Context: an optimization exercise on an open-source flow, tuned for small area, a short achievable clock period and few clock cycles. The choices shown serve that exercise and are no tape-out recipe.
In this exercise RTL edits were held to simulation tests only and were not proved equivalent to the original.
Power figures rest on the tool's default switching activity, not on a simulated workload.

## run E
==> flow/design.v (excerpt) <==
module vnlp_engine #(
   parameter int DW      = 24,
   parameter int AW      = 9,
   parameter int LW      = 7,
   parameter int ACCW    = 2*DW-1,
   parameter int LEN_MAX = 2**LW-1,
   parameter int NCY     = 8
) (
   input  logic                 clk,
   input  logic                 rst_n,
   input  logic                 START,
   input  logic [AW-1:0]        HEAD,
   input  logic                 NORM_MODE,
   output logic                 DONE,
   output logic [ACCW-1:0]      NORM2,
   output logic [LW-1:0]        LEN,
   output logic                 ERR,
   output logic                 SAT,
   output logic [AW-1:0]        rd_addr1,
   output logic [AW-1:0]        rd_addr2,
   input  logic [DW-1:0]        rd_data1,
   input  logic [DW-1:0]        rd_data2
);
Settings: LEC_CHECK=0, CAP_MARGIN=20, CORE_MARGIN=2, CORE_UTILIZATION=60, SLEW_MARGIN=20, SYNTH_HIERARCHICAL=1; clock period 10.0 ns.
standard.sh (not shown) runs the stock make flow with config.mk's settings and CLKGATE_MAP_FILE= SYNTH_SCRIPT=/design/flow/synth_recipe.tcl, a recipe that flattens the netlist after the stock synthesis.
==> flow/flow/run.sh <==
#!/bin/bash
set -euo pipefail
MARGIN=$(cat flow/margin.txt)
PORTBUF=$(cat flow/portbuf.txt)
bash standard.sh SETUP_SLACK_MARGIN=$MARGIN "BUFFER_PORTS_ARGS=-buffer_cell $PORTBUF" finish > standard_flow.log 2>&1
==> flow/flow/margin.txt <==
5.5
==> flow/flow/portbuf.txt <==
sky130_fd_sc_hd__buf_1
Testbench counts of run E, summed over its fixed seeds: cycles 26,523.
diff inputs: run E => run C
--- a/flow/design.v
+++ b/flow/design.v
@@ -23,15 +23,15 @@
 endmodule
 module vnlp_mac (
    input  logic [23:0] un_i,      
    input  logic        m2_i,
    input  logic        ml_i,
    input  logic [46:0] acc_i,
    input  logic [7:0]  cy_i,
-   output logic [46:0] sumn_o,    
+   output logic [46:0] sum_o,
    output logic [7:0]  cy_o,
    output logic        ovf_o
 );
    logic [23:0] u_i, u2;
    logic [46:0] ra, rb;
    logic t0;
    logic t1;
@@ -854,39 +854,39 @@
    vnlp_fa u_fa237 (.a(u2[22]), .b(t453), .c(t454), .s(t540), .co(t541));
    vnlp_ha u_ha33 (.a(acc_i[45]), .b(t455), .s(t542), .co(t543));
    vnlp_ha u_ha34 (.a(acc_i[46]), .b(u2[23]), .s(t544), .co(t545));
    assign ra = {t544, t542, t540, t538, t536, t533, t532, t529, t527, t525, t523, t522, t519, t517, t515, t513, t511, t509, t507, t505, t503, t501, t499, t497, t495, t493, t491, t489, t487, t485, t483, t481, t479, t477, t475, t473, t471, t469, t467, t465, t463, t461, t459, t457, ((u2[0] & u2[1]) | (u_i[2] & ml_i)), acc_i[1], acc_i[0]};
    assign rb = {t543, t541, t539, t537, t535, t534, t531, t530, t528, t526, t524, t521, t520, t518, t516, t514, t512, t510, t508, t506, t504, t502, t500, t498, t496, t494, t492, t490, t488, t486, t484, t482, t480, t478, t476, t474, t472, t470, t468, t466, t464, t462, t460, t458, t456, (u_i[1] & ml_i), (u2[0] | (u_i[0] & ml_i))};
    logic [10:0] blk0;
    assign blk0 = {1'b0, ra[9:0]} + {1'b0, rb[9:0]};
-   assign sumn_o[9:0] = ~blk0[9:0];
+   assign sum_o[9:0] = blk0[9:0];
    logic [5:0] blk1;
    assign blk1 = {1'b0, ra[14:10]} + {1'b0, rb[14:10]};
-   assign sumn_o[14:10] = ~blk1[4:0];
+   assign sum_o[14:10] = blk1[4:0];
    logic [4:0] blk2;
    assign blk2 = {1'b0, ra[18:15]} + {1'b0, rb[18:15]};
-   assign sumn_o[18:15] = ~blk2[3:0];
+   assign sum_o[18:15] = blk2[3:0];
    logic [4:0] blk3;
    assign blk3 = {1'b0, ra[22:19]} + {1'b0, rb[22:19]};
-   assign sumn_o[22:19] = ~blk3[3:0];
+   assign sum_o[22:19] = blk3[3:0];
    logic [4:0] blk4;
    assign blk4 = {1'b0, ra[26:23]} + {1'b0, rb[26:23]};
-   assign sumn_o[26:23] = ~blk4[3:0];
+   assign sum_o[26:23] = blk4[3:0];
    logic [4:0] blk5;
    assign blk5 = {1'b0, ra[30:27]} + {1'b0, rb[30:27]};
-   assign sumn_o[30:27] = ~blk5[3:0];
+   assign sum_o[30:27] = blk5[3:0];
    logic [4:0] blk6;
    assign blk6 = {1'b0, ra[34:31]} + {1'b0, rb[34:31]};
-   assign sumn_o[34:31] = ~blk6[3:0];
+   assign sum_o[34:31] = blk6[3:0];
    logic [5:0] blk7;
    assign blk7 = {1'b0, ra[39:35]} + {1'b0, rb[39:35]};
-   assign sumn_o[39:35] = ~blk7[4:0];
+   assign sum_o[39:35] = blk7[4:0];
    logic [7:0] blk8;
    assign blk8 = {1'b0, ra[46:40]} + {1'b0, rb[46:40]};
-   assign sumn_o[46:40] = ~blk8[6:0];
+   assign sum_o[46:40] = blk8[6:0];
    assign cy_o = {blk7[5], blk6[4], blk5[4], blk4[4], blk3[4], blk2[4], blk1[5], blk0[10]};
    assign ovf_o = blk8[7] | t545;
 endmodule
 module vnlp_nand2 #(
    parameter int W = 9
 ) (
    input  logic [W-1:0] a_i,
@@ -938,22 +938,22 @@
    logic [AW-1:0]   head_q;
    logic            mode_q;
    logic [LW-1:0]   len_q;
    logic            err_q;
    logic [AW-1:0]   p_q;         
    logic [DW-1:0]   un_q;        
    logic            m2_q, ml_q;
-   logic [ACCW-1:0] accn_q;      
+   logic [ACCW-1:0] acc_q;
    logic [NCY-1:0]  cy_q;        
-   logic            satn_q;      
+   logic            sat_q;
    logic            fresh_q;     
    logic            start_ok, hit, last;
    logic [AW-1:0]   link;
    logic [DW-1:0]   mag;
-   logic [ACCW-1:0] sumn;
+   logic [ACCW-1:0] sum;
    logic [NCY-1:0]  cy;
    logic            ovf;
    assign link     = rd_data1[AW-1:0];
    assign start_ok = START & ~busy_q & ~v1_q & ~v2_q;
    assign hit      = (link == head_q);
    assign last     = hit | (len_q == LW'(LEN_MAX-1));
    assign mag      = rd_data2[DW-1] ? -rd_data2 : rd_data2;
@@ -984,27 +984,27 @@
          len_q  <= len_q + 1'b1;
          err_q  <= ~hit;
       end
       un_q <= ~mag;
       m2_q <= v1_q & (mode_q == vnlp_pkg::MODE_L2SQ);
       ml_q <= v1_q & (mode_q == vnlp_pkg::MODE_L1);
       fresh_q <= start_ok;
-      accn_q  <= sumn;
+      acc_q   <= sum;
       cy_q    <= cy;
-      satn_q  <= ~((~satn_q & ~fresh_q) | ovf);
+      sat_q   <= (sat_q & ~fresh_q) | ovf;
    end
    vnlp_mac u_mac (
       .un_i  (un_q),
       .m2_i  (m2_q),
       .ml_i  (ml_q),
-      .acc_i (~accn_q & {ACCW{~fresh_q}}),
+      .acc_i (acc_q & {ACCW{~fresh_q}}),
       .cy_i  (cy_q & {NCY{~fresh_q}}),
-      .sumn_o(sumn),
+      .sum_o (sum),
       .cy_o  (cy),
       .ovf_o (ovf)
    );
-   assign DONE  = fin_q & (~satn_q | (cy_q == '0));
-   assign NORM2 = ~(accn_q & {ACCW{satn_q}});
+   assign DONE  = fin_q & (sat_q | (cy_q == '0));
+   assign NORM2 = acc_q | {ACCW{sat_q}};
    assign LEN   = len_q;
    assign ERR   = err_q;
-   assign SAT   = ~satn_q;
+   assign SAT   = sat_q;
 endmodule
[summary]
- [run C vs run E] final hold slack: higher in run C
- Against run E, first-pass GRT wire length in run C came out worse.
- Run C: total area of multi-input combinational cells 310 um2 above run E
- On synthesized cell count, the higher figure sits with run C, not run E.
- Changes observed in run C relative to run E: worst setup slack now sits lower, final instance area now sits higher.
- From run E to run C the numbers moved as follows: core outline area shows an increase of 260 um2; sequential share of layout area went down 0.58 points; count of flip-flops with a built-in enable after synthesis neither gained nor lost much; utilization after layout rose 0.83 points; maximum clock frequency shows no meaningful change.
- Higher total leakage power goes to run C over run E.
Testbench counts of run C, summed over its fixed seeds: cycles 26,523.

-- afterwards: timing with drivers on the ports --
How much do the figures lean on ideal ports? The routed layouts below were timed once more, with nothing changed but the port constraints.
Step 1 assumes that a clkbuf_16 drives the clock port and a buf_2 every other input.
Step 2 moves the port delays by t, midway between the first and last clock arrival at a register: inputs arrive t later, outputs are due t later. That takes back most of the time a late clock gives input paths.
Slacks: ideal / step 1 / step 2; pairs: ideal / step 1.
run | t, ns | setup slack, ns | worst setup path after step 2 | worst register clock-pin slew, ns
run E | 0.475 | 5.531 / 5.507 / 5.507 | input to output | 0.07 / 0.07
run C | 0.476 | 5.526 / 5.504 / 5.504 | input to output | 0.07 / 0.07
After both steps setup and hold are still met in every run listed. For run E, which loses most, drivers alone change the setup slack by -0.024 ns; drivers and shift together by -0.024 ns.
